From an optimization exercise on the open Yosys and OpenROAD flow, aimed at small area, a short achievable clock period and few clock cycles per item; shortcuts taken in it are not production practice.
RTL that was checked went through simulation tests only; none was proved equivalent to the original.
Function not checked in runs 1 and 2: the RTL went through the layout flow alone.
Power figures rest on the tool's default switching activity, not on a simulated workload.

==> design.v <==
package matmul_pkg;
    localparam int DEF_DATA_WIDTH = 8;
    localparam int DEF_BUS_WIDTH  = 16;
    localparam int DEF_DIM        = 4;
endpackage
module pe_sat
#(
    parameter int DATA_WIDTH = 8,
    parameter int BUS_WIDTH  = 16
) (
    input  logic                  clk_i,
    input  logic                  clr_i,     
    input  logic                  load_i,    
    input  logic [BUS_WIDTH-1:0]  init_i,
    input  logic [3:0]            bo_one,    
    input  logic [3:0]            bo_two,
    input  logic [3:0]            bo_neg,
    input  logic [DATA_WIDTH-1:0] a_i,
    output logic [BUS_WIDTH-1:0]  acc_o,
    output logic                  flag_o
);
    logic [16:0] s_q, c_q, s_d, c_d;
    logic [16:0] sum;
    logic        overflow, flag_q, flag_d;
    logic [15:0] res, base;
    logic pp1, pp2, pp3, pp4, pp5, pp6, pp7, pp8, pp9, pp10, pp11, pp12, pp13, pp14, pp15, pp16, pp17, pp18, pp19, pp20, pp21, pp22, pp23, pp24, pp25, pp26, pp27, pp28, pp29, pp30, pp31, pp32, pp33, pp34, pp35, pp36, pp37, pp38, pp39, pp40, fs41, fc42, fs43, fc44, fs45, fc46, fs47, fc48, fs49, fc50, fs51, fc52, fs53, fc54, fs55, fc56, hs57, hc58, fs59, fc60, fs61, fc62, fs63, fc64, fs65, fc66, fs67, fc68, fs69, fc70, fs71, fc72, fs73, fc74, fs75, fc76, fs77, fc78, hs79, hc80, fs81, fc82, fs83, fc84, fs85, fc86, fs87, fc88, fs89, fc90, fs91, fc92, fs93, fc94, hs95, hc96, fs97, fc98, fs99, fc100, fs101, fc102, fs103, fc104, fs105, fc106, hs107, hc108, fs109, fc110, fs111, fc112, fs113, fc114, fs115, fc116, fs117, fc118;
    assign sum      = s_q + c_q;
    assign overflow = sum[16] != sum[15];
    assign res      = overflow ? {sum[16], {15{!sum[16]}}} : sum[15:0];
    assign acc_o    = res;
    assign flag_o   = flag_q || overflow;
    always_comb begin
        if (clr_i)       base = '0;
        else if (load_i) base = init_i;
        else             base = res;
    end
    assign flag_d = !(clr_i || load_i) && (flag_q || overflow);
    assign pp1 = ((bo_one[0] & a_i[0]) | (bo_two[0] & 1'b0)) ^ bo_neg[0];
    assign pp2 = ((bo_one[0] & a_i[1]) | (bo_two[0] & a_i[0])) ^ bo_neg[0];
    assign pp3 = ((bo_one[0] & a_i[2]) | (bo_two[0] & a_i[1])) ^ bo_neg[0];
    assign pp4 = ((bo_one[0] & a_i[3]) | (bo_two[0] & a_i[2])) ^ bo_neg[0];
    assign pp5 = ((bo_one[0] & a_i[4]) | (bo_two[0] & a_i[3])) ^ bo_neg[0];
    assign pp6 = ((bo_one[0] & a_i[5]) | (bo_two[0] & a_i[4])) ^ bo_neg[0];
    assign pp7 = ((bo_one[0] & a_i[6]) | (bo_two[0] & a_i[5])) ^ bo_neg[0];
    assign pp8 = ((bo_one[0] & a_i[7]) | (bo_two[0] & a_i[6])) ^ bo_neg[0];
    assign pp9 = ((bo_one[0] & a_i[7]) | (bo_two[0] & a_i[7])) ^ bo_neg[0];
    assign pp10 = ~pp9;
    assign pp11 = ((bo_one[1] & a_i[0]) | (bo_two[1] & 1'b0)) ^ bo_neg[1];
    assign pp12 = ((bo_one[1] & a_i[1]) | (bo_two[1] & a_i[0])) ^ bo_neg[1];
    assign pp13 = ((bo_one[1] & a_i[2]) | (bo_two[1] & a_i[1])) ^ bo_neg[1];
    assign pp14 = ((bo_one[1] & a_i[3]) | (bo_two[1] & a_i[2])) ^ bo_neg[1];
    assign pp15 = ((bo_one[1] & a_i[4]) | (bo_two[1] & a_i[3])) ^ bo_neg[1];
    assign pp16 = ((bo_one[1] & a_i[5]) | (bo_two[1] & a_i[4])) ^ bo_neg[1];
    assign pp17 = ((bo_one[1] & a_i[6]) | (bo_two[1] & a_i[5])) ^ bo_neg[1];
    assign pp18 = ((bo_one[1] & a_i[7]) | (bo_two[1] & a_i[6])) ^ bo_neg[1];
    assign pp19 = ((bo_one[1] & a_i[7]) | (bo_two[1] & a_i[7])) ^ bo_neg[1];
    assign pp20 = ~pp19;
    assign pp21 = ((bo_one[2] & a_i[0]) | (bo_two[2] & 1'b0)) ^ bo_neg[2];
    assign pp22 = ((bo_one[2] & a_i[1]) | (bo_two[2] & a_i[0])) ^ bo_neg[2];
    assign pp23 = ((bo_one[2] & a_i[2]) | (bo_two[2] & a_i[1])) ^ bo_neg[2];
    assign pp24 = ((bo_one[2] & a_i[3]) | (bo_two[2] & a_i[2])) ^ bo_neg[2];
    assign pp25 = ((bo_one[2] & a_i[4]) | (bo_two[2] & a_i[3])) ^ bo_neg[2];
    assign pp26 = ((bo_one[2] & a_i[5]) | (bo_two[2] & a_i[4])) ^ bo_neg[2];
    assign pp27 = ((bo_one[2] & a_i[6]) | (bo_two[2] & a_i[5])) ^ bo_neg[2];
    assign pp28 = ((bo_one[2] & a_i[7]) | (bo_two[2] & a_i[6])) ^ bo_neg[2];
    assign pp29 = ((bo_one[2] & a_i[7]) | (bo_two[2] & a_i[7])) ^ bo_neg[2];
    assign pp30 = ~pp29;
    assign pp31 = ((bo_one[3] & a_i[0]) | (bo_two[3] & 1'b0)) ^ bo_neg[3];
    assign pp32 = ((bo_one[3] & a_i[1]) | (bo_two[3] & a_i[0])) ^ bo_neg[3];
    assign pp33 = ((bo_one[3] & a_i[2]) | (bo_two[3] & a_i[1])) ^ bo_neg[3];
    assign pp34 = ((bo_one[3] & a_i[3]) | (bo_two[3] & a_i[2])) ^ bo_neg[3];
    assign pp35 = ((bo_one[3] & a_i[4]) | (bo_two[3] & a_i[3])) ^ bo_neg[3];
    assign pp36 = ((bo_one[3] & a_i[5]) | (bo_two[3] & a_i[4])) ^ bo_neg[3];
    assign pp37 = ((bo_one[3] & a_i[6]) | (bo_two[3] & a_i[5])) ^ bo_neg[3];
    assign pp38 = ((bo_one[3] & a_i[7]) | (bo_two[3] & a_i[6])) ^ bo_neg[3];
    assign pp39 = ((bo_one[3] & a_i[7]) | (bo_two[3] & a_i[7])) ^ bo_neg[3];
    assign pp40 = ~pp39;
    assign fs41 = bo_neg[0] ^ pp1 ^ base[0];
    assign fc42 = (bo_neg[0] & pp1) | (bo_neg[0] & base[0]) | (pp1 & base[0]);
    assign fs43 = pp2 ^ base[1] ^ fc42;
    assign fc44 = (pp2 & base[1]) | (pp2 & fc42) | (base[1] & fc42);
    assign fs45 = bo_neg[1] ^ pp3 ^ pp11;
    assign fc46 = (bo_neg[1] & pp3) | (bo_neg[1] & pp11) | (pp3 & pp11);
    assign fs47 = base[2] ^ fs45 ^ fc44;
    assign fc48 = (base[2] & fs45) | (base[2] & fc44) | (fs45 & fc44);
    assign fs49 = pp4 ^ pp12 ^ base[3];
    assign fc50 = (pp4 & pp12) | (pp4 & base[3]) | (pp12 & base[3]);
    assign fs51 = fc46 ^ fs49 ^ fc48;
    assign fc52 = (fc46 & fs49) | (fc46 & fc48) | (fs49 & fc48);
    assign fs53 = bo_neg[2] ^ pp5 ^ pp13;
    assign fc54 = (bo_neg[2] & pp5) | (bo_neg[2] & pp13) | (pp5 & pp13);
    assign fs55 = pp21 ^ base[4] ^ fs53;
    assign fc56 = (pp21 & base[4]) | (pp21 & fs53) | (base[4] & fs53);
    assign hs57 = fc50 ^ fs55;
    assign hc58 = fc50 & fs55;
    assign fs59 = pp6 ^ pp14 ^ pp22;
    assign fc60 = (pp6 & pp14) | (pp6 & pp22) | (pp14 & pp22);
    assign fs61 = base[5] ^ fc54 ^ fs59;
    assign fc62 = (base[5] & fc54) | (base[5] & fs59) | (fc54 & fs59);
    assign fs63 = fc56 ^ fs61 ^ hc58;
    assign fc64 = (fc56 & fs61) | (fc56 & hc58) | (fs61 & hc58);
    assign fs65 = bo_neg[3] ^ pp7 ^ pp15;
    assign fc66 = (bo_neg[3] & pp7) | (bo_neg[3] & pp15) | (pp7 & pp15);
    assign fs67 = pp23 ^ pp31 ^ base[6];
    assign fc68 = (pp23 & pp31) | (pp23 & base[6]) | (pp31 & base[6]);
    assign fs69 = fc60 ^ fs65 ^ fs67;
    assign fc70 = (fc60 & fs65) | (fc60 & fs67) | (fs65 & fs67);
    assign fs71 = fc62 ^ fs69 ^ fc64;
    assign fc72 = (fc62 & fs69) | (fc62 & fc64) | (fs69 & fc64);
    assign fs73 = pp8 ^ pp16 ^ pp24;
    assign fc74 = (pp8 & pp16) | (pp8 & pp24) | (pp16 & pp24);
    assign fs75 = pp32 ^ base[7] ^ fc66;
    assign fc76 = (pp32 & base[7]) | (pp32 & fc66) | (base[7] & fc66);
    assign fs77 = fs73 ^ fc68 ^ fs75;
    assign fc78 = (fs73 & fc68) | (fs73 & fs75) | (fc68 & fs75);
    assign hs79 = fc70 ^ fs77;
    assign hc80 = fc70 & fs77;
    assign fs81 = ~(pp10 ^ pp17);
    assign fc82 = pp10 | pp17;
    assign fs83 = pp25 ^ pp33 ^ base[8];
    assign fc84 = (pp25 & pp33) | (pp25 & base[8]) | (pp33 & base[8]);
    assign fs85 = fc74 ^ fs81 ^ fs83;
    assign fc86 = (fc74 & fs81) | (fc74 & fs83) | (fs81 & fs83);
    assign fs87 = fc76 ^ fs85 ^ fc78;
    assign fc88 = (fc76 & fs85) | (fc76 & fc78) | (fs85 & fc78);
    assign fs89 = ~(pp18 ^ pp26);
    assign fc90 = pp18 | pp26;
    assign fs91 = pp34 ^ base[9] ^ fc82;
    assign fc92 = (pp34 & base[9]) | (pp34 & fc82) | (base[9] & fc82);
    assign fs93 = fs89 ^ fc84 ^ fs91;
    assign fc94 = (fs89 & fc84) | (fs89 & fs91) | (fc84 & fs91);
    assign hs95 = fc86 ^ fs93;
    assign hc96 = fc86 & fs93;
    assign fs97 = pp20 ^ pp27 ^ pp35;
    assign fc98 = (pp20 & pp27) | (pp20 & pp35) | (pp27 & pp35);
    assign fs99 = base[10] ^ fc90 ^ fs97;
    assign fc100 = (base[10] & fc90) | (base[10] & fs97) | (fc90 & fs97);
    assign fs101 = fc92 ^ fs99 ^ fc94;
    assign fc102 = (fc92 & fs99) | (fc92 & fc94) | (fs99 & fc94);
    assign fs103 = ~(pp28 ^ pp36);
    assign fc104 = pp28 | pp36;
    assign fs105 = base[11] ^ fc98 ^ fs103;
    assign fc106 = (base[11] & fc98) | (base[11] & fs103) | (fc98 & fs103);
    assign hs107 = fc100 ^ fs105;
    assign hc108 = fc100 & fs105;
    assign fs109 = pp30 ^ pp37 ^ base[12];
    assign fc110 = (pp30 & pp37) | (pp30 & base[12]) | (pp37 & base[12]);
    assign fs111 = fc104 ^ fs109 ^ fc106;
    assign fc112 = (fc104 & fs109) | (fc104 & fc106) | (fs109 & fc106);
    assign fs113 = ~(pp38 ^ base[13]);
    assign fc114 = pp38 | base[13];
    assign fs115 = fc110 ^ fs113 ^ fc112;
    assign fc116 = (fc110 & fs113) | (fc110 & fc112) | (fs113 & fc112);
    assign fs117 = pp40 ^ base[14] ^ fc114;
    assign fc118 = (pp40 & base[14]) | (pp40 & fc114) | (base[14] & fc114);
    assign s_d[0] = fs41;
    assign c_d[0] = 1'b0;
    assign s_d[1] = fs43;
    assign c_d[1] = 1'b0;
    assign s_d[2] = fs47;
    assign c_d[2] = 1'b0;
    assign s_d[3] = fs51;
    assign c_d[3] = 1'b0;
    assign s_d[4] = fc52;
    assign c_d[4] = hs57;
    assign s_d[5] = fs63;
    assign c_d[5] = 1'b0;
    assign s_d[6] = fs71;
    assign c_d[6] = 1'b0;
    assign s_d[7] = fc72;
    assign c_d[7] = hs79;
    assign s_d[8] = hc80;
    assign c_d[8] = fs87;
    assign s_d[9] = fc88;
    assign c_d[9] = hs95;
    assign s_d[10] = hc96;
    assign c_d[10] = fs101;
    assign s_d[11] = fc102;
    assign c_d[11] = hs107;
    assign s_d[12] = hc108;
    assign c_d[12] = fs111;
    assign s_d[13] = fs115;
    assign c_d[13] = 1'b0;
    assign s_d[14] = fc116;
    assign c_d[14] = fs117;
    assign s_d[15] = ~base[15];
    assign c_d[15] = fc118;
    assign s_d[16] = 1'b1;
    assign c_d[16] = 1'b0;
    always_ff @(posedge clk_i) begin
        s_q    <= s_d;
        c_q    <= c_d;
        flag_q <= flag_d;
    end
endmodule
module matmul_engine
#(
    parameter int DATA_WIDTH = matmul_pkg::DEF_DATA_WIDTH,
    parameter int BUS_WIDTH  = matmul_pkg::DEF_BUS_WIDTH,
    parameter int DIM        = matmul_pkg::DEF_DIM
) (
    input  logic                          clk_i,
    input  logic                          rst_i,
    input  logic                          start_i,
    input  logic                          mode_i,
    input  logic [DIM*DATA_WIDTH-1:0]     a_col_i,
    input  logic [DIM*DATA_WIDTH-1:0]     b_row_i,
    input  logic                          op_valid_i,
    output logic                          op_ready_o,
    input  logic [DIM*DIM*BUS_WIDTH-1:0]  c_i,
    output logic [DIM*DIM*BUS_WIDTH-1:0]  m_o,
    output logic [DIM*DIM-1:0]            flags_o,
    output logic                          busy_o,
    output logic                          done_o,
    output logic [$clog2(DIM+1)-1:0]      beat_cnt_o
);
    localparam int CW = $clog2(DIM + 1);
    logic          busy_q, done_q;
    logic [CW-1:0] beat_cnt_q;
    logic          start_ok, accept, last;
    assign start_ok = start_i && !busy_q && !rst_i;
    assign accept   = op_valid_i && busy_q && !rst_i;
    assign last     = (beat_cnt_q == CW'(DIM - 1));
    always_ff @(posedge clk_i) begin
        if (rst_i) begin
            busy_q     <= 1'b0;
            done_q     <= 1'b0;
            beat_cnt_q <= '0;
        end else begin
            done_q <= accept && last;
            if (start_ok) begin
                busy_q     <= 1'b1;
                beat_cnt_q <= '0;
            end else if (accept) begin
                beat_cnt_q <= beat_cnt_q + CW'(1);
                if (last) busy_q <= 1'b0;
            end
        end
    end
    assign op_ready_o = busy_q;
    assign busy_o     = busy_q;
    assign done_o     = done_q;
    assign beat_cnt_o = beat_cnt_q;
    logic [3:0] bo_one [DIM];
    logic [3:0] bo_two [DIM];
    logic [3:0] bo_neg [DIM];
    for (genvar j = 0; j < DIM; j++) begin : g_booth
        logic [DATA_WIDTH:0] bx;
        assign bx = {b_row_i[j*DATA_WIDTH +: DATA_WIDTH], 1'b0};
        for (genvar k = 0; k < 4; k++) begin : g_digit
            logic hi, mid, lo;
            assign lo  = bx[2*k];
            assign mid = bx[2*k+1];
            assign hi  = bx[2*k+2];
            assign bo_one[j][k] = accept && (mid ^ lo);
            assign bo_two[j][k] = accept && ((hi && !mid && !lo) || (!hi && mid && lo));
            assign bo_neg[j][k] = hi;
        end
    end
    for (genvar i = 0; i < DIM; i++) begin : g_row
        for (genvar j = 0; j < DIM; j++) begin : g_col
            pe_sat #(
                .DATA_WIDTH (DATA_WIDTH),
                .BUS_WIDTH  (BUS_WIDTH)
            ) u_pe (
                .clk_i  (clk_i),
                .clr_i  (rst_i),
                .load_i (start_ok),
                .init_i (mode_i ? c_i[(i*DIM+j)*BUS_WIDTH +: BUS_WIDTH] : '0),
                .bo_one (bo_one[j]),
                .bo_two (bo_two[j]),
                .bo_neg (bo_neg[j]),
                .a_i    (a_col_i[i*DATA_WIDTH +: DATA_WIDTH]),
                .acc_o  (m_o[(i*DIM+j)*BUS_WIDTH +: BUS_WIDTH]),
                .flag_o (flags_o[i*DIM+j])
            );
        end
    end
endmodule
==> flow/run.sh <==
#!/bin/bash
# The standard layout, with plain buf_1 cells as the input and output port
# buffers (every port still gets its own buffer). The make output goes to
# standard.log; ORFS's per-step logs stay under orfs/logs/.
set -euo pipefail
export BUFFER_PORTS_ARGS="-buffer_cell sky130_fd_sc_hd__buf_1"
bash standard.sh > standard.log 2>&1
==> standard.sh <==
#!/bin/bash
# synth_recipe.tcl (not shown) runs the flow's synth.tcl, then flattens the netlist and writes it again
# the make line also repeats each setting of config.mk as NAME=value (left out here)
make -C /OpenROAD-flow-scripts/flow DESIGN_CONFIG=/design/flow/config.mk WORK_HOME=/design/flow/orfs CLKGATE_MAP_FILE= SYNTH_SCRIPT=/design/flow/synth_recipe.tcl "${@:-finish}"
==> config.mk <==
export PLATFORM = sky130hd
export DESIGN_NAME = matmul_engine
export DESIGN_NICKNAME = matmul_engine
export VERILOG_FILES = /design/flow/design.v
export SDC_FILE = /design/flow/constraint.sdc
export NUM_CORES = 4
export LEC_CHECK = 0
export CAP_MARGIN = 20
export CORE_MARGIN = 2
export CORE_UTILIZATION = 40
export SETUP_SLACK_MARGIN = 2.3
export SLEW_MARGIN = 20
==> constraint.sdc <==
create_clock -name core_clock -period 7.0 [get_ports {clk_i}]
set_input_delay 1.4000 -clock core_clock [delete_from_list [all_inputs] [get_ports {clk_i}]]
set_output_delay 1.4000 -clock core_clock [all_outputs]
set_load 0.01 [all_outputs]
==> impl_metrics.env, run 1 <==
export IMPL_outcome="finished clean"
export IMPL_synth_edf_count=0
export IMPL_syn_inst=5149
export IMPL_port_buffers=602
export IMPL_clk_path_buf_depth=3
export IMPL_fp_row_count=123
export IMPL_grt_start_max_net_pins=76
export IMPL_grt_usage_pct=27.67
export IMPL_synth_seq_cells=421
export IMPL_max_freq_mhz=212.7
export IMPL_rsz0062_at_grt="yes"
export IMPL_r2r_slack_ps=2600
export IMPL_place_inst=6949
export IMPL_setup_violations=0
export IMPL_drc_errors=0
export IMPL_yosysMostFrequentCell="inv_1"
export IMPL_path_max_fanout=21
export IMPL_cp_arrival_ps=5230
export IMPL_p_sw_mw=16.05
export IMPL_worstMarginPinSlew_ps=1057
export IMPL_grt_pass1_wl_um=245200
export IMPL_swShare_pct=52.36
export IMPL_required_ps=7530
export IMPL_finalCritPeriodShare_pct=67.16
export IMPL_synth_area_per_cell_um2=8.875
export IMPL_fin_nets=6679
export IMPL_path_class="in2reg"
export IMPL_p_seq_share_pct=14.4
export IMPL_yosysWarnings=8
export IMPL_die_area_mm2=0.1170
export IMPL_ys_flop_type="dfxtp_1"
export IMPL_grt_pass1_vias=39760
export IMPL_intPower_mw=14.60
export IMPL_syn_nets=6228
export IMPL_design_area_mm2=0.05334
export IMPL_netlist_area_leader_share_pct=20.33
export IMPL_vias=40480
export IMPL_wirelength_um=168100
export IMPL_power_leakage_nw=21.88
export IMPL_slew_viol_final=0
export IMPL_grt_overflow_total=0
export IMPL_syn_cell_area_mm2=0.04570
export IMPL_clk_latency_ps=670
export IMPL_yosys_area_top_type="fa_1"
export IMPL_hold_viol=0
export IMPL_htreeDepth=2
export IMPL_ios=603
export IMPL_cts_tree="yes"
export IMPL_gp_congestion=0.8798
export IMPL_grt_antenna_before_repair=35
export IMPL_tns_ps=0
export IMPL_drtIter0Drc=3027
export IMPL_end_kind="register"
export IMPL_finalNonFillerCells=7153
export IMPL_cts_root_buf="clkbuf_16"
export IMPL_hpwl_um=124200
export IMPL_async_flop_share_pct=0
export IMPL_yosysSeqAreaShare_pct=18.44
export IMPL_clock_sinks=421
export IMPL_pwr_share_clk_pct=9.7
export IMPL_die_h_um=342.0
export IMPL_first_pass_iters=6
export IMPL_ys_top_cells_by_area="fa_1, dfxtp_1, a22oi_1"
export IMPL_skew_ps=31.70
export IMPL_ir_worst_vdd_uv=578.5
export IMPL_core_mm2=0.1130
export IMPL_drv_cap=0
export IMPL_numCtsBuffers=55
export IMPL_post_dp_cell_area_mm2=0.04949
export IMPL_area_delta_synth_final_pct=16.73
export IMPL_num_fill_cells=11020
export IMPL_max_slew_margin_rel_pct=29.55
export IMPL_cellPowerDensity_mw_per_mm2=574.6
export IMPL_start_kind="input pin"
export IMPL_start_util_pct=40.45
export IMPL_drive_gt1_share_pct=11.27
export IMPL_final_antenna_net_count=0
export IMPL_place_ws_ps=1102
export IMPL_via_per_inst=5.659
export IMPL_combPwrFrac_pct=75.9
export IMPL_fin_ws_ps=2299
export IMPL_synthTopCellsByCount="inv_1, a22oi_1, fa_1, dfxtp_1, clkbuf_1"
export IMPL_die_x_um=342.0
export IMPL_hp_class="reg2reg"
export IMPL_path_clk_slew_ps=60
export IMPL_avgRoutedWirePerCell_um=23.50
export IMPL_min_period_ps=4701
export IMPL_yosysUniqueCellTypes=89
-- final timing paths --
kind | to | cells after the start | start
worst max register to register | g_row[3].g_col[1].u_pe.s_q[6]$_DFF_P_ | 15 | g_row[3].g_col[1].u_pe.c_q[7]$_DFF_P_
worst max-delay path | g_row[2].g_col[3].u_pe.s_q[3]$_DFF_P_ | 13 | rst_i
worst min-delay path | g_row[1].g_col[2].u_pe.flag_q$_DFF_P_ | 2 | g_row[1].g_col[2].u_pe.flag_q$_DFF_P_
worst min register to register | g_row[1].g_col[2].u_pe.flag_q$_DFF_P_ | 2 | g_row[1].g_col[2].u_pe.flag_q$_DFF_P_
-- critical path, stage by stage --
cell      delay [ps]
buf_2            170
nand2b_4         200
buf_4            170
nor2_2           400
buf_4            210
buf_4            250
nand2_1          440
mux2i_1          340
a22oi_1          210
fa_1             500
fa_1             430
inv_1            100
fa_1             390
-- registers in the layout (all words and copies together), names as in the netlist --
signal	cells
busy_q	1
g_row.g_col.u_pe.flag_q	16
g_row.g_col.u_pe.s_q	256
done_q	1
beat_cnt_q	3
g_row.g_col.u_pe.c_q	144
-- layer usage --
layer	vias to the layer above	GRT usage, %	part of all wire [%]
li1	18590	-	-
met1	19940	35.03	40
met2	1590	45.95	47
met3	320	6.391	9.2
met4	42	10.12	4.2
met5	-	0	0.17
-- placed cells by master (no fill, tap or decap), drive strengths merged, types with 167 or more instances in the layout --
master / count
buf: 748
inv: 521
a22oi: 508
fa: 464
dfxtp: 421
o21ai: 331
nand2: 330
xnor2: 293
xor2: 291
ha: 290
nor2: 251
a21oi: 167
-- stage by stage --
stage / util (%) / total power [mW] / hold WS [ps]
3_3_place_gp: 43.81 / 25.88 / 442.5
6_report: 47.22 / 30.65 / 451.6
2_1_floorplan: - / 19.62 / 431.3
3_5_place_dp: 43.81 / 26.15 / 445.2
5_1_grt: 47.21 / 33.57 / 499.7
4_1_cts: 46.11 / 29.84 / 454.8
-- power by group through the flow --
stage | registers, mW | logic [mW] | clock network (mW)
final | 4.40 | 23.3 | 2.98
after global routing | 4.50 | 25.9 | 3.13
after CTS | 4.40 | 22.4 | 3.05
after detailed placement | 4.43 | 21.7 | 0
after global placement | 4.44 | 21.4 | 0
after floorplan | 4.22 | 15.4 | 0
-- logic make-up after synthesis --
kind of cell / after synthesis / share of synthesized area (%)
fa+ha+maj: 792 / 29.10
buf+inv: 941 / 7.960
flops: 421 / 18.44
xor+xnor: 584 / 11.21
compound gates: 1440 / 22.07
mux: 126 / 2.834
simple gates: 845 / 8.387
-- area by class of cell --
type	count	area, um2	share of cell area [%]
multi-input combinational	3800	34940	65.50
sequential	421	8428	15.80
timing repair buffer	801	4250	7.968
inverter	521	1956	3.666
tap	1500	1877	3.519
clock buffer	73	1556	2.918
clock inverter	27	310.3	0.5817
antenna	10	25.02	0.04691
-- timing repair --
| action | CTS | global route |
|---|---|---|
| buffers inserted | 30 | 50 |
| hold buffers | 0 | 0 |
| pin swaps | 17 | 43 |
| cloned | 8 | 6 |
| resized for setup | 80 | 128 |
| setup endpoints to repair | 316 | 264 |
==> run 2, diff against run 1 <==
==> flow/run.sh (replaced) <==
#!/bin/bash
# The standard layout with two changes to how it is made:
# - plain buf_1 cells as the input and output port buffers (every port still
#   gets its own buffer);
# - yosys synth without its internal "abc -fast" pre-mapping (-noabc), so
#   that the adder extraction sees the full-adder tree as written. Registers
#   and their names are the same as in the standard synthesis.
# The make output goes to standard.log; ORFS's per-step logs stay under
# orfs/logs/.
set -euo pipefail
export BUFFER_PORTS_ARGS="-buffer_cell sky130_fd_sc_hd__buf_1"
export SYNTH_ARGS="-noabc"
bash standard.sh > standard.log 2>&1
--- a/config.mk
+++ b/config.mk
@@ -6,7 +6,8 @@
 export NUM_CORES = 4
 export LEC_CHECK = 0
+export ABC_AREA = 1
 export CAP_MARGIN = 20
 export CORE_MARGIN = 2
 export CORE_UTILIZATION = 40
-export SETUP_SLACK_MARGIN = 2.3
+export SETUP_SLACK_MARGIN = 2.6
 export SLEW_MARGIN = 20
==> run 2 against run 1 <==
Net effect:
- still clean
- non-clock buffer count decreased by 63
- synthesized area decreased by 0.69%
- die area decreased by 0.69%
- synthesized cell count increased by 14%
- sequential cell count unchanged
- via count about the same
- worst setup slack improved by 370 ps
- critical path depth unchanged
- wire length decreased by 2.0%
- worst hold slack improved by 58 ps
- critical path type unchanged
- critical endpoint is now g_row[2].g_col[0].u_pe.c_q[10]$_DFF_P_
- largest cell class unchanged
- highest routed layer unchanged
==> impl_metrics.env, run 2 <==
export IMPL_outcome="finished clean"
export IMPL_hold_viol=0
export IMPL_required_ps=7540
export IMPL_reg_top3="g_row.g_col.u_pe.s_q: 256 flops, g_row.g_col.u_pe.c_q: 144 flops, g_row.g_col.u_pe.flag_q: 16 flops"
export IMPL_slew_viol_final=0
export IMPL_pwr_share_clk_pct=10.8
export IMPL_wirelength_um=164800
export IMPL_netlist_area_leader_share_pct=21.88
export IMPL_via_per_inst=5.157
export IMPL_end_kind="register"
export IMPL_syn_inst=5854
export IMPL_first_pass_iters=8
export IMPL_num_fill_cells=11370
export IMPL_cellPowerDensity_mw_per_mm2=562.1
export IMPL_setup_violations=0
export IMPL_cp_arrival_ps=4870
export IMPL_hpwl_um=125900
export IMPL_grt_antenna_before_repair=21
export IMPL_avgRoutedWirePerCell_um=20.99
export IMPL_synth_seq_cells=421
export IMPL_combPwrFrac_pct=74.2
export IMPL_regMostFlops="g_row.g_col.u_pe.s_q"
export IMPL_grt_overflow_total=0
export IMPL_cts_tree="yes"
export IMPL_yosysUniqueCellTypes=37
export IMPL_yosysMostFrequentCell="nand2_1"
export IMPL_min_period_ps=4333
export IMPL_swShare_pct=55.32
export IMPL_largest_register_ffs=256
export IMPL_rsz0062_at_grt="yes"
export IMPL_p_sw_mw=16.28
export IMPL_grt_usage_pct=27.69
export IMPL_start_util_pct=40.34
export IMPL_syn_cell_area_mm2=0.04538
export IMPL_max_slew_margin_rel_pct=27.11
export IMPL_ir_worst_vdd_uv=473.2
export IMPL_cts_root_buf="clkbuf_16"
export IMPL_die_x_um=340.8
export IMPL_p_seq_share_pct=15.0
export IMPL_intPower_mw=13.15
export IMPL_htreeDepth=2
export IMPL_drive_gt1_share_pct=7.647
export IMPL_async_flop_share_pct=0
export IMPL_tns_ps=0
export IMPL_cts_hold_repair_buffers=0
export IMPL_post_dp_cell_area_mm2=0.04940
export IMPL_clk_path_buf_depth=3
export IMPL_drtIter0Drc=2863
export IMPL_clock_sinks=421
export IMPL_path_class="in2reg"
export IMPL_power_mw=29.43
export IMPL_synth_edf_count=0
export IMPL_gp_congestion=0.9123
export IMPL_area_delta_synth_final_pct=15.38
export IMPL_synthTopCellsByCount="nand2_1, inv_1, xor2_1, fa_1, o22ai_1"
export IMPL_ios=603
export IMPL_yosysWarnings=8
export IMPL_die_area_mm2=0.1162
export IMPL_fin_nets=7439
export IMPL_final_antenna_net_count=0
export IMPL_design_area_mm2=0.05236
export IMPL_power_leakage_nw=25.89
export IMPL_drv_cap=0
export IMPL_ys_flop_type="dfxtp_1"
export IMPL_clk_latency_ps=680
export IMPL_syn_nets=6997
export IMPL_worst_hold_slack_ps=509.4
export IMPL_port_buffers=602
export IMPL_numCtsBuffers=56
export IMPL_vias=40490
export IMPL_fp_row_count=123
export IMPL_start_kind="input pin"
export IMPL_skew_ps=22.07
export IMPL_hp_class="reg2reg"
export IMPL_ys_top_cells_by_area="fa_1, dfxtp_1, nand2_1"
export IMPL_mostFrequentLayoutCell="nand2_1"
export IMPL_synth_area_per_cell_um2=7.752
export IMPL_yosysSeqAreaShare_pct=18.57
export IMPL_yosys_area_top_type="fa_1"
export IMPL_path_max_fanout=18
export IMPL_layout_common_cells="nand2_1, inv_1, xor2_1"
export IMPL_grt_start_max_net_pins=123
export IMPL_finalCritPeriodShare_pct=61.90
export IMPL_fin_util_pct=46.54
export IMPL_grt_pass1_wl_um=244600
export IMPL_core_mm2=0.1125
export IMPL_drc_errors=0
export IMPL_max_freq_mhz=230.8
export IMPL_die_h_um=340.8
export IMPL_path_clk_slew_ps=70
export IMPL_worstMarginPinSlew_ps=1093
export IMPL_grt_pass1_vias=40150
run 2: timing repair:
item / in CTS / in global routing
endpoints found under the hold margin: 0 / 0
setup endpoints to repair: 395 / 292
gates resized for setup: 52 / 86
pin swaps: 5 / 4
buffers inserted: 9 / 14
gates cloned: 4 / 3
run 2: worst paths after layout:
path / slack (ps) / end / depth (start not counted) / startpoint
worst max-delay path: 2670 / g_row[2].g_col[0].u_pe.c_q[10]$_DFF_P_ / 13 / a_col_i[22]
worst min-delay path: 510 / g_row[1].g_col[2].u_pe.flag_q$_DFF_P_ / 3 / g_row[1].g_col[2].u_pe.flag_q$_DFF_P_
worst max register to register: 2960 / g_row[3].g_col[1].u_pe.s_q[6]$_DFF_P_ / 15 / g_row[3].g_col[1].u_pe.s_q[4]$_DFF_P_
worst min register to register: 510 / g_row[1].g_col[2].u_pe.flag_q$_DFF_P_ / 3 / g_row[1].g_col[2].u_pe.flag_q$_DFF_P_
run 2: power groups by stage:
stage	logic (mW)	clock network (mW)	registers, mW
2_1_floorplan	14.6	0	4.25
3_3_place_gp	21.2	0	4.45
3_5_place_dp	21.4	0	4.44
4_1_cts	21.8	3.25	4.42
5_1_grt	24.9	3.34	4.53
6_report	21.8	3.17	4.41
run 2: stage by stage:
stage                     setup WS [ps]  cells
after global placement             1215   7707
final                              2667   7851
after global routing               2537   7846
after CTS                          2603   7825
after detailed placement           1184   7708
after floorplan                    2516   5854
run 2: logic make-up after synthesis:
| logic type | synth area share, % |
|---|---|
| DFF | 18.57 |
| and+or+nand+nor | 19.26 |
| buffers and inverters | 9.135 |
| AOI/OAI and AO/OA | 9.691 |
| adders and majority gates | 30.76 |
| xor gates and xnor gates | 12.58 |
run 2: cell type report:
class | count | area, um2 | area share [%]
repair buffers | 738 | 3516 | 6.715
well taps | 1500 | 1877 | 3.585
multi-input cells | 4406 | 33900 | 64.74
clock buffers | 69 | 1520 | 2.904
repair inverters | 2 | 15.01 | 0.02868
diodes | 9 | 22.52 | 0.04301
clock inverters | 35 | 495.5 | 0.9463
flip-flops and latches | 421 | 8428 | 16.10
inverters | 671 | 2589 | 4.944
run 2: worst max-delay path: stages:
cell	delay, ps
buf_1	240
clkinvlp_4	560
buf_4	430
o22ai_1	270
nor2_1	70
a21oi_1	160
ha_1	200
inv_1	70
fa_1	530
inv_1	50
fa_1	380
inv_1	80
fa_1	410
run 2: routing by layer:
| layer | track usage (%) | wire length [um] | share of wire, % |
|---|---|---|---|
| met1 | 36.75 | 70550 | 43 |
| met2 | 44.68 | 75660 | 46 |
| met3 | 5.899 | 12880 | 7.8 |
| met4 | 9.471 | 5595 | 3.4 |
| met5 | 0 | 102 | 0.062 |
==> run 3, diff against run 2 <==
--- a/design.v
+++ b/design.v
@@ -24,5 +24,5 @@
     logic        overflow, flag_q, flag_d;
     logic [15:0] res, base;
-    logic pp1, pp2, pp3, pp4, pp5, pp6, pp7, pp8, pp9, pp10, pp11, pp12, pp13, pp14, pp15, pp16, pp17, pp18, pp19, pp20, pp21, pp22, pp23, pp24, pp25, pp26, pp27, pp28, pp29, pp30, pp31, pp32, pp33, pp34, pp35, pp36, pp37, pp38, pp39, pp40, fs41, fc42, fs43, fc44, fs45, fc46, fs47, fc48, fs49, fc50, fs51, fc52, fs53, fc54, fs55, fc56, hs57, hc58, fs59, fc60, fs61, fc62, fs63, fc64, fs65, fc66, fs67, fc68, fs69, fc70, fs71, fc72, fs73, fc74, fs75, fc76, fs77, fc78, hs79, hc80, fs81, fc82, fs83, fc84, fs85, fc86, fs87, fc88, fs89, fc90, fs91, fc92, fs93, fc94, hs95, hc96, fs97, fc98, fs99, fc100, fs101, fc102, fs103, fc104, fs105, fc106, hs107, hc108, fs109, fc110, fs111, fc112, fs113, fc114, fs115, fc116, fs117, fc118;
+    logic pp1, pp2, pp3, pp4, pp5, pp6, pp7, pp8, pp9, pp10, pp11, pp12, pp13, pp14, pp15, pp16, pp17, pp18, pp19, pp20, pp21, pp22, pp23, pp24, pp25, pp26, pp27, pp28, pp29, pp30, pp31, pp32, pp33, pp34, pp35, pp36, pp37, pp38, pp39, pp40, fs41, fc42, fs43, fc44, fs45, fc46, fs47, fc48, fs49, fc50, hs51, hc52, fs53, fc54, fs55, fc56, fs57, fc58, fs59, fc60, fs61, fc62, fs63, fc64, fs65, fc66, fs67, fc68, fs69, fc70, hs71, hc72, fs73, fc74, fs75, fc76, fs77, fc78, fs79, fc80, fs81, fc82, fs83, fc84, fs85, fc86, fs87, fc88, fs89, fc90, fs91, fc92, fs93, fc94, hs95, hc96, fs97, fc98, fs99, fc100, fs101, fc102, fs103, fc104, fs105, fc106, hs107, hc108, fs109, fc110, fs111, fc112, fs113, fc114, fs115, fc116, fs117, fc118;
     assign sum      = s_q + c_q;
     assign overflow = sum[16] != sum[15];
@@ -86,18 +86,18 @@
     assign fs49 = pp4 ^ pp12 ^ base[3];
     assign fc50 = (pp4 & pp12) | (pp4 & base[3]) | (pp12 & base[3]);
-    assign fs51 = fc46 ^ fs49 ^ fc48;
-    assign fc52 = (fc46 & fs49) | (fc46 & fc48) | (fs49 & fc48);
+    assign hs51 = fc46 ^ fs49;
+    assign hc52 = fc46 & fs49;
     assign fs53 = bo_neg[2] ^ pp5 ^ pp13;
     assign fc54 = (bo_neg[2] & pp5) | (bo_neg[2] & pp13) | (pp5 & pp13);
     assign fs55 = pp21 ^ base[4] ^ fs53;
     assign fc56 = (pp21 & base[4]) | (pp21 & fs53) | (base[4] & fs53);
-    assign hs57 = fc50 ^ fs55;
-    assign hc58 = fc50 & fs55;
+    assign fs57 = fc50 ^ fs55 ^ hc52;
+    assign fc58 = (fc50 & fs55) | (fc50 & hc52) | (fs55 & hc52);
     assign fs59 = pp6 ^ pp14 ^ pp22;
     assign fc60 = (pp6 & pp14) | (pp6 & pp22) | (pp14 & pp22);
     assign fs61 = base[5] ^ fc54 ^ fs59;
     assign fc62 = (base[5] & fc54) | (base[5] & fs59) | (fc54 & fs59);
-    assign fs63 = fc56 ^ fs61 ^ hc58;
-    assign fc64 = (fc56 & fs61) | (fc56 & hc58) | (fs61 & hc58);
+    assign fs63 = fc56 ^ fs61 ^ fc58;
+    assign fc64 = (fc56 & fs61) | (fc56 & fc58) | (fs61 & fc58);
     assign fs65 = bo_neg[3] ^ pp7 ^ pp15;
     assign fc66 = (bo_neg[3] & pp7) | (bo_neg[3] & pp15) | (pp7 & pp15);
@@ -106,6 +106,6 @@
     assign fs69 = fc60 ^ fs65 ^ fs67;
     assign fc70 = (fc60 & fs65) | (fc60 & fs67) | (fs65 & fs67);
-    assign fs71 = fc62 ^ fs69 ^ fc64;
-    assign fc72 = (fc62 & fs69) | (fc62 & fc64) | (fs69 & fc64);
+    assign hs71 = fc62 ^ fs69;
+    assign hc72 = fc62 & fs69;
     assign fs73 = pp8 ^ pp16 ^ pp24;
     assign fc74 = (pp8 & pp16) | (pp8 & pp24) | (pp16 & pp24);
@@ -114,6 +114,6 @@
     assign fs77 = fs73 ^ fc68 ^ fs75;
     assign fc78 = (fs73 & fc68) | (fs73 & fs75) | (fc68 & fs75);
-    assign hs79 = fc70 ^ fs77;
-    assign hc80 = fc70 & fs77;
+    assign fs79 = fc70 ^ fs77 ^ hc72;
+    assign fc80 = (fc70 & fs77) | (fc70 & hc72) | (fs77 & hc72);
     assign fs81 = ~(pp10 ^ pp17);
     assign fc82 = pp10 | pp17;
@@ -160,15 +160,15 @@
     assign s_d[2] = fs47;
     assign c_d[2] = 1'b0;
-    assign s_d[3] = fs51;
-    assign c_d[3] = 1'b0;
-    assign s_d[4] = fc52;
-    assign c_d[4] = hs57;
+    assign s_d[3] = fc48;
+    assign c_d[3] = hs51;
+    assign s_d[4] = fs57;
+    assign c_d[4] = 1'b0;
     assign s_d[5] = fs63;
     assign c_d[5] = 1'b0;
-    assign s_d[6] = fs71;
-    assign c_d[6] = 1'b0;
-    assign s_d[7] = fc72;
-    assign c_d[7] = hs79;
-    assign s_d[8] = hc80;
+    assign s_d[6] = fc64;
+    assign c_d[6] = hs71;
+    assign s_d[7] = fs79;
+    assign c_d[7] = 1'b0;
+    assign s_d[8] = fc80;
     assign c_d[8] = fs87;
     assign s_d[9] = fc88;
==> flow/run.sh (replaced) <==
#!/bin/bash
# The standard layout, with plain buf_1 cells as the input and output port
# buffers (every port still gets its own buffer). The make output goes to
# standard.log; ORFS's per-step logs stay under orfs/logs/.
set -euo pipefail
export BUFFER_PORTS_ARGS="-buffer_cell sky130_fd_sc_hd__buf_1"
bash standard.sh > standard.log 2>&1
--- a/config.mk
+++ b/config.mk
@@ -6,8 +6,7 @@
 export NUM_CORES = 4
 export LEC_CHECK = 0
-export ABC_AREA = 1
 export CAP_MARGIN = 20
 export CORE_MARGIN = 2
 export CORE_UTILIZATION = 40
-export SETUP_SLACK_MARGIN = 2.6
+export SETUP_SLACK_MARGIN = 2.5
 export SLEW_MARGIN = 20
==> run 3 against run 2 <==
Net effect:
- still clean on timing, DRC and antenna
- global-route usage increased by 0.92 points
- utilization grew 3.1 points
- register-to-register slack lost 410 ps
- synthesized area is 2.2% higher
- die area grew 2.2%
- clock power rose by 5%
- critical path type is now reg2out
==> impl_metrics.env, run 3 <==
export IMPL_outcome="finished clean"
export IMPL_r2r_end="g_row[2].g_col[1].u_pe.s_q[7]$_DFF_P_"
export IMPL_r2r_start="g_row[2].g_col[1].u_pe.c_q[3]$_DFF_P_"
export IMPL_syn_nets=6395
export IMPL_final_antenna_net_count=0
export IMPL_synth_fa_ha_area_share_pct=28.47
export IMPL_worstPathCellList="ha_4 -> a21o_1 -> a221oi_4 -> a21oi_2 -> or2_4 -> o31ai_4 -> buf_6 -> buf_6 -> nor2_4 -> nor2_4 -> buf_6"
export IMPL_drc_errors=0
export IMPL_rsz0062_at_grt="yes"
export IMPL_numCtsBuffers=55
export IMPL_fin_nets=6981
export IMPL_grt_start_max_net_pins=57
export IMPL_end_kind="output port"
export IMPL_drv_cap=0
export IMPL_clk_latency_ps=680
export IMPL_via_per_inst=5.651
export IMPL_hp_class="reg2reg"
export IMPL_netlist_area_leader_share_pct=20.02
export IMPL_drive_gt1_share_pct=17.73
export IMPL_ios=603
export IMPL_clk_path_buf_depth=3
export IMPL_largest_register_ffs=256
export IMPL_synth_seq_cells=421
export IMPL_grt_pass1_wl_um=256700
export IMPL_first_pass_iters=5
export IMPL_critical_path_cell_count=11
export IMPL_max_stage_delay_ps=340
export IMPL_grt_usage_pct=28.62
export IMPL_tns_ps=0
export IMPL_synth_xor_xnor_area_share_pct=11.12
export IMPL_htreeDepth=2
export IMPL_reg_top3="g_row.g_col.u_pe.s_q: 256 flops, g_row.g_col.u_pe.c_q: 144 flops, g_row.g_col.u_pe.flag_q: 16 flops"
export IMPL_ys_top_cells_by_area="fa_1, dfxtp_1, ha_1"
export IMPL_cp_slowest_cell="dfxtp_2"
export IMPL_cts_tree="yes"
export IMPL_path_max_fanout=7
export IMPL_hold_viol=0
export IMPL_yosysUniqueCellTypes=96
export IMPL_layout_common_cells="inv_1, buf_1, a22oi_1"
export IMPL_core_mm2=0.1147
export IMPL_crit_top_cell="buf_6"
export IMPL_syn_cell_area_mm2=0.04640
export IMPL_fp_row_count=124
export IMPL_crit_path_end="m_o[168]"
export IMPL_critPathTopFamily="compound AO/OA/AOI/OAI gates"
export IMPL_crit_buf_inv=3
export IMPL_yosysSeqAreaShare_pct=18.17
export IMPL_synth_simple_area_share_pct=9.379
export IMPL_path_clk_slew_ps=80
export IMPL_yosys_area_top_type="fa_1"
export IMPL_required_ps=5600
export IMPL_ys_flop_type="dfxtp_1"
export IMPL_max_slew_margin_rel_pct=19.25
export IMPL_yosysWarnings=8
export IMPL_place_ws_ps=1188
export IMPL_synth_edf_count=0
export IMPL_cts_root_buf="clkbuf_16"
export IMPL_grt_overflow_total=0
export IMPL_synth_compound_area_share_pct=21.30
export IMPL_grt_antenna_before_repair=26
export IMPL_gp_congestion=0.9031
export IMPL_crit_path_start="g_row[2].g_col[2].u_pe.s_q[9]$_DFF_P_"
export IMPL_avgRoutedWirePerCell_um=23.69
export IMPL_regMostFlops="g_row.g_col.u_pe.s_q"
export IMPL_r2r_worst_path_cells=16
export IMPL_hpwl_um=125500
export IMPL_ir_worst_vdd_uv=472.8
export IMPL_port_buffers=602
export IMPL_finalCritPeriodShare_pct=64.80
export IMPL_die_area_mm2=0.1187
export IMPL_worstMarginPinSlew_ps=1211
export IMPL_slew_viol_final=0
export IMPL_start_util_pct=40.47
export IMPL_synth_top_family_by_area="adder cells"
export IMPL_wirelength_um=176900
export IMPL_max_freq_mhz=220.5
export IMPL_num_fill_cells=10840
export IMPL_area_delta_synth_final_pct=22.74
export IMPL_syn_inst=5316
export IMPL_grt_pass1_vias=41770
export IMPL_path_class="reg2out"
export IMPL_cts_hold_repair_buffers=0
export IMPL_synth_area_per_cell_um2=8.728
export IMPL_min_period_ps=4536
export IMPL_cellPowerDensity_mw_per_mm2=592.9
export IMPL_die_x_um=344.6
export IMPL_synthTopCellsByCount="inv_1, fa_1, a22oi_1, dfxtp_1, nor2_1"
export IMPL_power_mw=33.77
export IMPL_drtIter0Drc=2881
export IMPL_mostFrequentLayoutCell="inv_1"
export IMPL_cp_arrival_ps=3140
export IMPL_clock_sinks=421
export IMPL_yosysMostFrequentCell="inv_1"
export IMPL_r2r_slack_ps=2550
export IMPL_synthMuxAreaShare_pct=3.090
export IMPL_async_flop_share_pct=0
export IMPL_vias=42210
export IMPL_start_kind="register"
export IMPL_setup_violations=0
export IMPL_die_h_um=344.6
export IMPL_skew_ps=51.91
export IMPL_fin_ws_ps=2464
export IMPL_power_leakage_nw=23.51
[run 3: changes by cell type after synthesis, sizes merged, moves of 293 or more]
cell,before,now
a22oi,0,458
nand2,1800,280
o21ai,33,326
o22ai,448,9
xnor2,33,348
xor2,619,241
[run 3: what timing repair did]
item	CTS	global route
endpoints found under the hold margin	0	0
endpoints found under the setup margin	439	307
buffers inserted	133	85
pin swaps	80	115
gates resized for setup	266	335
cloned	25	10
[run 3: cell type report]
cell class	instances	area (um2)	area share [%]
sequential	421	8456	14.85
inverter	576	2165	3.801
clock inverter	31	555.5	0.9755
clock buffer	70	1555	2.731
timing repair buffer	932	5609	9.849
tap	1512	1892	3.322
antenna	11	27.53	0.04833
multi-input combinational	3916	36690	64.43
[run 3: metal layers]
layer  global-route usage [%]  share of wire (%)  up-vias
li1                         -                  -    19300
met1                    35.45                 40    20910
met2                    48.11                 48     1624
met3                    6.690                8.1      352
met4                    11.11                4.4       30
met5                        0               0.11        -
[run 3: through the flow]
stage | utilization, % | std cells | cell area (um2) | hold WS, ps
4_1_cts | 47.75 | 7363 | 54740 | 473.4
2_1_floorplan | - | 5316 | 46790 | 432.9
3_3_place_gp | 43.64 | 7104 | 50040 | 440.7
3_5_place_dp | 43.64 | 7104 | 50040 | 456.9
6_report | 49.67 | 7469 | 56950 | 472.0
5_1_grt | 49.66 | 7465 | 56940 | 482.8
[run 3: worst min-delay path by stage]
stage                                                from                                    end  slack [ps]  cells after the start
floorplan           g_row[2].g_col[2].u_pe.flag_q$_DFF_P_  g_row[2].g_col[2].u_pe.flag_q$_DFF_P_         430                      1
global placement    g_row[2].g_col[2].u_pe.flag_q$_DFF_P_  g_row[2].g_col[2].u_pe.flag_q$_DFF_P_         440                      1
detailed placement  g_row[2].g_col[2].u_pe.flag_q$_DFF_P_  g_row[2].g_col[2].u_pe.flag_q$_DFF_P_         460                      1
CTS                 g_row[2].g_col[2].u_pe.flag_q$_DFF_P_  g_row[2].g_col[2].u_pe.flag_q$_DFF_P_         470                      1
global route        g_row[2].g_col[2].u_pe.flag_q$_DFF_P_  g_row[2].g_col[2].u_pe.flag_q$_DFF_P_         480                      1
finish              g_row[2].g_col[2].u_pe.flag_q$_DFF_P_  g_row[2].g_col[2].u_pe.flag_q$_DFF_P_         470                      1
[run 3: power breakdown]
| part | switching (mW) | internal (mW) |
|---|---|---|
| Clock | 1.25 | 2.09 |
| Sequential | 0.758 | 3.82 |
| Combinational | 14.8 | 11.0 |
| Total | 16.8 | 16.9 |
[run 3: worst reg2reg max path, cell delays in order (launching register included)]
cell and delay, ps:
dfxtp_2 330, ha_4 170, ha_4 160, a31o_4 220, a221o_1 370, and3_4 210, a211o_4 390, buf_12 150
nor2_4 190, o21ai_2 90, a22o_4 250, fa_1 490, inv_1 60, fa_1 530, inv_1 40, ha_2 180
fa_2 550
[run 3: cell families after synthesis]
| logic type | count (synthesis) |
|---|---|
| fa+ha+maj | 783 |
| compound gates | 1408 |
| simple gates | 968 |
| buf+inv | 1008 |
| xor+xnor | 589 |
| mux | 139 |
| flops | 421 |
Testbench counts of run 3, summed over its fixed seeds: cycles 8,008, items 1,600.
==> run 4, diff against run 3 <==
--- a/config.mk
+++ b/config.mk
@@ -9,4 +9,5 @@
 export CORE_MARGIN = 2
 export CORE_UTILIZATION = 40
-export SETUP_SLACK_MARGIN = 2.5
+export SETUP_SLACK_MARGIN = 2.3
 export SLEW_MARGIN = 20
+export TNS_END_PERCENT = 10
==> run 4 against run 3 <==
Net effect:
- still clean
- critical path depth down 1
- synthesized area unchanged
- register-to-register slack worse by 170 ps
- synthesized cell count unchanged
- sequential cell count is the same
- non-clock buffer count decreased by 154
- wire length is 3.3% lower
- sequential share of layout area grew 1.0 points
- first-iteration DRC count grew 6.6%
- sequential power is 3% lower
- worst hold slack worse by 10 ps
- final area fell by 6.7%
- critical path type unchanged
- largest cell class unchanged
==> impl_metrics.env, run 4 <==
export IMPL_multi_input_area_mm2=0.03484
export IMPL_htreeDepth=2
export IMPL_num_fill_cells=11310
export IMPL_rsz0062_at_grt="yes"
export IMPL_yosysWarnings=8
export IMPL_syn_inst=5316
export IMPL_cts_hold_repair_buffers=0
export IMPL_grt_antenna_before_repair=30
export IMPL_worst_hold_slack_ps=461.6
export IMPL_cp_slowest_cell="or3_1"
export IMPL_max_freq_mhz=212.5
export IMPL_setup_violations=0
export IMPL_hold_start="g_row[2].g_col[2].u_pe.flag_q$_DFF_P_"
export IMPL_grt_start_max_net_pins=87
export IMPL_ys_top_cells_by_area="fa_1, dfxtp_1, ha_1"
export IMPL_syn_cell_area_mm2=0.04640
export IMPL_grt_usage_pct=27.59
export IMPL_r2r_start="g_row[1].g_col[0].u_pe.c_q[8]$_DFF_P_"
export IMPL_numCtsBuffers=54
export IMPL_register_area_mm2=0.008428
export IMPL_start_kind="register"
export IMPL_cts_tree="yes"
export IMPL_synth_area_per_cell_um2=8.728
export IMPL_ios=603
export IMPL_cp_arrival_ps=3310
export IMPL_drc_errors=0
export IMPL_regMostFlops="g_row.g_col.u_pe.s_q"
export IMPL_reg_top3="g_row.g_col.u_pe.s_q: 256 flops, g_row.g_col.u_pe.c_q: 144 flops, g_row.g_col.u_pe.flag_q: 16 flops"
export IMPL_grt_overflow_total=0
export IMPL_critPathTopFamily="compound AO/OA/AOI/OAI gates"
export IMPL_yosys_area_top_type="fa_1"
export IMPL_netlist_area_leader_share_pct=20.02
export IMPL_path_class="reg2out"
export IMPL_async_flop_share_pct=0
export IMPL_worstMarginPinSlew_ps=1069
export IMPL_hp_class="reg2reg"
export IMPL_layout_common_cells="inv_1, buf_1, a22oi_1"
export IMPL_clock_sinks=421
export IMPL_fp_row_count=124
export IMPL_yosysMostFrequentCell="inv_1"
export IMPL_clk_path_buf_depth=3
export IMPL_path_clk_slew_ps=60
export IMPL_finalNonFillerCells=7290
export IMPL_ys_flop_type="dfxtp_1"
export IMPL_place_inst=7102
export IMPL_via_per_inst=5.640
export IMPL_start_util_pct=40.47
export IMPL_design_area_mm2=0.05311
export IMPL_die_area_mm2=0.1187
export IMPL_clk_latency_ps=650
export IMPL_max_slew_margin_rel_pct=28.75
export IMPL_hold_viol=0
export IMPL_grt_pass1_wl_um=248400
export IMPL_grt_pass1_vias=39820
export IMPL_drv_cap=0
export IMPL_slew_viol_final=0
export IMPL_die_h_um=344.6
export IMPL_cellPowerDensity_mw_per_mm2=565.9
export IMPL_skew_ps=21.61
export IMPL_wirelength_um=171200
export IMPL_yosysUniqueCellTypes=96
export IMPL_power_leakage_nw=22.00
export IMPL_required_ps=5600
export IMPL_end_kind="output port"
export IMPL_synthTopCellsByCount="inv_1, fa_1, a22oi_1, dfxtp_1, nor2_1"
export IMPL_worstPathCellList="ha_1 -> ha_1 -> a31oi_2 -> nor3_1 -> or3_1 -> o311ai_4 -> buf_4 -> nor2_4 -> o21ai_0 -> buf_1"
export IMPL_hpwl_um=127300
export IMPL_fin_nets=6809
export IMPL_syn_nets=6395
export IMPL_synth_seq_cells=421
export IMPL_first_pass_iters=6
export IMPL_crit_path_start="g_row[0].g_col[3].u_pe.c_q[3]$_DFF_P_"
export IMPL_yosysSeqAreaShare_pct=18.17
export IMPL_final_antenna_net_count=0
export IMPL_avgRoutedWirePerCell_um=23.48
export IMPL_crit_buf_inv=2
export IMPL_max_stage_delay_ps=380
export IMPL_synth_edf_count=0
export IMPL_post_dp_cell_area_mm2=0.04991
export IMPL_finalCritPeriodShare_pct=67.23
export IMPL_drtIter0Drc=3071
export IMPL_core_mm2=0.1147
export IMPL_path_max_fanout=9
export IMPL_cts_root_buf="clkbuf_16"
export IMPL_min_period_ps=4706
export IMPL_ir_worst_vdd_uv=419.4
export IMPL_vias=41110
export IMPL_gp_congestion=0.8917
export IMPL_area_delta_synth_final_pct=14.46
export IMPL_die_x_um=344.6
export IMPL_port_buffers=602
export IMPL_outcome="finished clean"
export IMPL_mostFrequentLayoutCell="inv_1"
export IMPL_largest_register_ffs=256
export IMPL_tns_ps=0
export IMPL_crit_top_cell="ha_1"
export IMPL_drive_gt1_share_pct=9.846
==> run 4: where the power goes <==
| group | switching [mW] | total (mW) | internal, mW |
|---|---|---|---|
| Combinational | 13.9 | 22.8 | 8.84 |
| Sequential | 0.624 | 4.43 | 3.80 |
| Clock | 1.19 | 2.88 | 1.69 |
==> run 4: repair_timing <==
action | in CTS | in global routing
endpoints found under the setup margin | 286 | 365
hold endpoints to repair | 0 | 0
buffers inserted | 6 | 64
pin swaps | 9 | 30
cloned | 4 | 10
resized for setup | 37 | 111
==> run 4: worst paths after layout <==
path                                                 to  slack (ps)  cells past startpoint
setup / recovery                                m_o[59]        2290                     10
hold / removal    g_row[2].g_col[2].u_pe.flag_q$_DFF_P_         460                      1
setup reg to reg  g_row[1].g_col[0].u_pe.s_q[7]$_DFF_P_        2380                     14
hold reg to reg   g_row[2].g_col[2].u_pe.flag_q$_DFF_P_         460                      1
==> run 4: layout make-up <==
type,count,area share [%]
Inverter,576,4.071
Tap cell,1512,3.562
Sequential cell,421,15.87
Multi-Input combinational cell,3899,65.60
Antenna cell,9,0.04241
Clock inverter,20,0.4147
Timing Repair Buffer,778,7.504
Clock buffer,75,2.940
==> run 4: cell families (layout without fill, tap and decap cells) <==
family,Yosys count,count (layout),synth area share [%]
compound gates,1408,1409,21.30
buf+inv,1008,1449,8.473
simple gates,968,979,9.379
fa+ha+maj,783,783,28.47
xor+xnor,589,589,11.12
flops,421,421,18.17
mux,139,139,3.090
other cells,0,9,0
==> run 4: worst reg2reg max path, cell delays in order (launching register included) <==
cell and delay, ps:
dfxtp_1 310, ha_1 330, a211oi_2 340, o21bai_1 120, a31o_2 280, a211oi_1 350, a31o_2 230, or2_1 270
o21ai_0 330, fa_1 640, inv_1 60, fa_1 530, inv_1 50, ha_1 210, fa_1 460
==> run 4: per-layer routing <==
metal	part of all wire [%]	vias up	track usage, %
li1	-	18900	-
met1	43	20220	37.98
met2	45	1675	43.62
met5	0.13	-	0
met4	3.2	36	8.034
met3	8.2	283	5.656
==> run 4: stage by stage <==
step | util [%] | setup WS [ps] | total power, mW
after CTS | 45.31 | 2103 | 29.29
after global placement | 43.52 | 1314 | 25.69
after detailed placement | 43.53 | 1243 | 25.95
after global routing | 46.31 | 2172 | 32.95
after floorplan | - | 2262 | 19.54
final | 46.32 | 2294 | 30.05
==> run 5, diff against run 4 <==
--- a/config.mk
+++ b/config.mk
@@ -9,5 +9,5 @@
 export CORE_MARGIN = 2
 export CORE_UTILIZATION = 40
-export SETUP_SLACK_MARGIN = 2.3
+export SETUP_SLACK_MARGIN = 2.6
 export SLEW_MARGIN = 20
 export TNS_END_PERCENT = 10
==> run 5 against run 4 <==
Net effect:
- still clean
- utilization grew 3.6 points
- combinational power increased by 14%
- critical path depth rose by 1
- synthesized cell count unchanged
- sequential share of layout area shrank 1.1 points
- worst hold slack lost 0.90 ps
- clock power rose by 9.7%
- sequential cell count is the same
- fmax up 2.7%
- via count increased by 3.7%
- final cell count up 2.7%
- global-route usage grew 1.7 points
==> impl_metrics.env, run 5 <==
export IMPL_outcome="finished clean"
export IMPL_grt_antenna_before_repair=22
export IMPL_synthTopCellsByCount="inv_1, fa_1, a22oi_1, dfxtp_1, nor2_1"
export IMPL_drive_gt1_share_pct=17.99
export IMPL_hold_start="g_row[2].g_col[2].u_pe.flag_q$_DFF_P_"
export IMPL_clock_sinks=421
export IMPL_grt_overflow_total=0
export IMPL_max_freq_mhz=218.2
export IMPL_intPower_mw=16.66
export IMPL_num_fill_cells=10880
export IMPL_p_seq_share_pct=13.6
export IMPL_hpwl_um=128600
export IMPL_skew_ps=39.73
export IMPL_yosys_area_top_type="fa_1"
export IMPL_largest_register_ffs=256
export IMPL_regMostFlops="g_row.g_col.u_pe.s_q"
export IMPL_min_period_ps=4584
export IMPL_ys_top_cells_by_area="fa_1, dfxtp_1, ha_1"
export IMPL_cts_root_buf="clkbuf_16"
export IMPL_end_kind="output port"
export IMPL_netlist_area_leader_share_pct=20.02
export IMPL_start_util_pct=40.47
export IMPL_avgRoutedWirePerCell_um=24.24
export IMPL_drtIter0Drc=3262
export IMPL_final_antenna_net_count=0
export IMPL_grt_start_max_net_pins=62
export IMPL_path_clk_slew_ps=60
export IMPL_hold_viol=0
export IMPL_async_flop_share_pct=0
export IMPL_grt_pass1_wl_um=261600
export IMPL_via_per_inst=5.691
export IMPL_crit_buf_inv=3
export IMPL_synth_fa_ha_area_share_pct=28.47
export IMPL_rsz0062_at_grt="yes"
export IMPL_synth_simple_area_share_pct=9.379
export IMPL_power_leakage_nw=23.56
export IMPL_max_slew_margin_rel_pct=25.13
export IMPL_fp_row_count=124
export IMPL_syn_nets=6395
export IMPL_port_buffers=602
export IMPL_cp_arrival_ps=3180
export IMPL_yosysSeqAreaShare_pct=18.17
export IMPL_grt_usage_pct=29.26
export IMPL_die_x_um=344.6
export IMPL_r2r_worst_path_cells=15
export IMPL_mostFrequentLayoutCell="inv_1"
export IMPL_critPathTopFamily="compound AO/OA/AOI/OAI gates"
export IMPL_clk_latency_ps=680
export IMPL_p_sw_mw=17.15
export IMPL_critical_path_cell_count=11
export IMPL_setup_violations=0
export IMPL_path_class="reg2out"
export IMPL_synthMuxAreaShare_pct=3.090
export IMPL_synth_edf_count=0
export IMPL_layout_common_cells="inv_1, buf_1, a22oi_1"
export IMPL_die_area_mm2=0.1187
export IMPL_syn_cell_area_mm2=0.04640
export IMPL_yosysWarnings=8
export IMPL_combPwrFrac_pct=77.1
export IMPL_first_pass_iters=8
export IMPL_cellPowerDensity_mw_per_mm2=590.3
export IMPL_ys_flop_type="dfxtp_1"
export IMPL_yosysUniqueCellTypes=96
export IMPL_yosysMostFrequentCell="inv_1"
export IMPL_tns_ps=0
export IMPL_drc_errors=0
export IMPL_synth_xor_xnor_area_share_pct=11.12
export IMPL_finalCritPeriodShare_pct=65.48
export IMPL_htreeDepth=2
export IMPL_r2r_start="g_row[3].g_col[0].u_pe.c_q[3]$_DFF_P_"
export IMPL_pwr_share_clk_pct=9.4
export IMPL_gp_congestion=0.9628
export IMPL_area_delta_synth_final_pct=23.44
export IMPL_drv_cap=0
export IMPL_required_ps=5600
export IMPL_vias=42610
export IMPL_numCtsBuffers=56
export IMPL_crit_path_start="g_row[2].g_col[2].u_pe.s_q[11]$_DFF_P_"
export IMPL_syn_inst=5316
export IMPL_die_h_um=344.6
export IMPL_holdPathStages=1
export IMPL_cp_slowest_cell="a221oi_4"
export IMPL_grt_pass1_vias=42140
export IMPL_fin_util_pct=49.95
export IMPL_path_max_fanout=8
export IMPL_cts_tree="yes"
export IMPL_synth_compound_area_share_pct=21.30
export IMPL_synth_seq_cells=421
export IMPL_hp_class="reg2reg"
export IMPL_cts_hold_repair_buffers=0
export IMPL_power_mw=33.81
export IMPL_core_mm2=0.1147
export IMPL_wirelength_um=181500
export IMPL_reg_top3="g_row.g_col.u_pe.s_q: 256 flops, g_row.g_col.u_pe.c_q: 144 flops, g_row.g_col.u_pe.flag_q: 16 flops"
export IMPL_ios=603
export IMPL_slew_viol_final=0
export IMPL_swShare_pct=50.73
export IMPL_clk_path_buf_depth=3
export IMPL_synth_area_per_cell_um2=8.728
export IMPL_fin_nets=6999
export IMPL_crit_top_cell="buf_6"
export IMPL_worstPathCellList="ha_4 -> and2_4 -> a221oi_4 -> a21oi_4 -> or2_4 -> o31ai_4 -> buf_6 -> buf_6 -> a21oi_4 -> nor2_4 -> buf_6"
export IMPL_worstMarginPinSlew_ps=1123
export IMPL_synth_top_family_by_area="adder cells"
export IMPL_ir_worst_vdd_uv=514.8
export IMPL_start_kind="register"
export IMPL_max_stage_delay_ps=350
[run 5: cell type report]
| class | count | area, um2 | area share, % |
|---|---|---|---|
| Clock inverter | 31 | 459.2 | 0.8017 |
| Antenna cell | 11 | 27.53 | 0.04806 |
| Inverter | 576 | 2166 | 3.782 |
| Sequential cell | 421 | 8463 | 14.78 |
| Multi-Input combinational cell | 3915 | 36760 | 64.18 |
| Clock buffer | 72 | 1543 | 2.694 |
| Tap cell | 1512 | 1892 | 3.303 |
| Timing Repair Buffer | 950 | 5967 | 10.42 |
[run 5: path summary, 6_finish.rpt]
| kind | slack [ps] | to |
|---|---|---|
| worst max-delay path | 2420 | m_o[167] |
| worst max register to register | 2570 | g_row[3].g_col[0].u_pe.s_q[7]$_DFF_P_ |
| worst min-delay path | 460 | g_row[2].g_col[2].u_pe.flag_q$_DFF_P_ |
| worst min register to register | 460 | g_row[2].g_col[2].u_pe.flag_q$_DFF_P_ |
[run 5: kinds of logic (layout without fill, tap and decap cells)]
group,count (synthesis),in the layout
XOR/XNOR,589,589
other,0,11
adder cells (fa/ha/maj),783,783
buffers and inverters,1008,1629
AO/OA/AOI/OAI,1408,1416
AND/OR/NAND/NOR,968,987
flip-flops,421,421
multiplexers,139,140
[run 5: power groups by stage]
| stage | Sequential, mW | Clock [mW] | Combinational (mW) |
|---|---|---|---|
| 2_1_floorplan | 4.24 | 0 | 15.3 |
| 3_3_place_gp | 4.47 | 0 | 21.4 |
| 3_5_place_dp | 4.47 | 0 | 21.7 |
| 4_1_cts | 4.49 | 3.21 | 24.3 |
| 5_1_grt | 4.70 | 3.30 | 28.7 |
| 6_report | 4.59 | 3.16 | 26.1 |
[run 5: timing repair]
item	4_1_cts	5_1_grt
setup endpoints to repair	474	416
gates cloned	23	13
pin swaps	99	140
gates resized for setup	326	299
setup buffers	118	123
[run 5: per-stage QoR]
| step | hold slack [ps] | instance area [um2] | worst slack, ps | instances |
|---|---|---|---|---|
| after floorplan | 432.9 | 46730 | 2352 | 5316 |
| after global placement | 441.9 | 49930 | 1163 | 7097 |
| after detailed placement | 447.6 | 49930 | 1106 | 7097 |
| after CTS | 461.1 | 54670 | 2416 | 7341 |
| after global routing | 483.3 | 57260 | 2373 | 7481 |
| final | 460.7 | 57270 | 2416 | 7488 |
[run 5: layer usage]
layer  wire length (um)  global-route usage [%]  up-vias
li1                   -                       -    19340
met1              72890                   36.89    21030
met2              84740                   47.68     1811
met3              13740                   5.530      414
met4               9991                   15.14       24
met5                137                       0        -

[port drivers added, routing unchanged]
Ports are ideal in the flow. The routed layouts listed here were re-timed in OpenROAD. Step 1: set_driving_cell puts a clkbuf_16 on clk_i and a buf_2 on each other input, an assumption about the parent block. Step 2 times the ports against the registers' clock, not the clock port: input delays grow and output delays shrink by t, the midpoint of the rising clock arrivals with the driver on. Three values: no drivers, after step 1, after step 2; two values: the first two.
| run | shift t [ns] | setup WS [ns] | worst setup path after step 2 | worst register clock-pin slew, ns | worst slew at a driven data input, ns |
|---|---|---|---|---|---|
| run 1 | 0.721 | 2.299 / 2.311 / 1.633 | input to register | 0.07 / 0.07 | 0.14 |
| run 2 | 0.737 | 2.667 / 2.632 / 1.945 | input to register | 0.07 / 0.07 | 0.19 |
| run 3 | 0.727 | 2.464 / 2.390 / 1.797 | input to register | 0.08 / 0.08 | 0.18 |
| run 4 | 0.707 | 2.294 / 2.225 / 1.674 | input to register | 0.06 / 0.06 | 0.16 |
| run 5 | 0.744 | 2.416 / 2.341 / 1.857 | input to register | 0.07 / 0.07 | 0.21 |
After both steps every run listed still meets setup and hold. For run 2, which loses most, drivers alone change the setup slack by -0.035 ns; drivers and shift together by -0.722 ns.
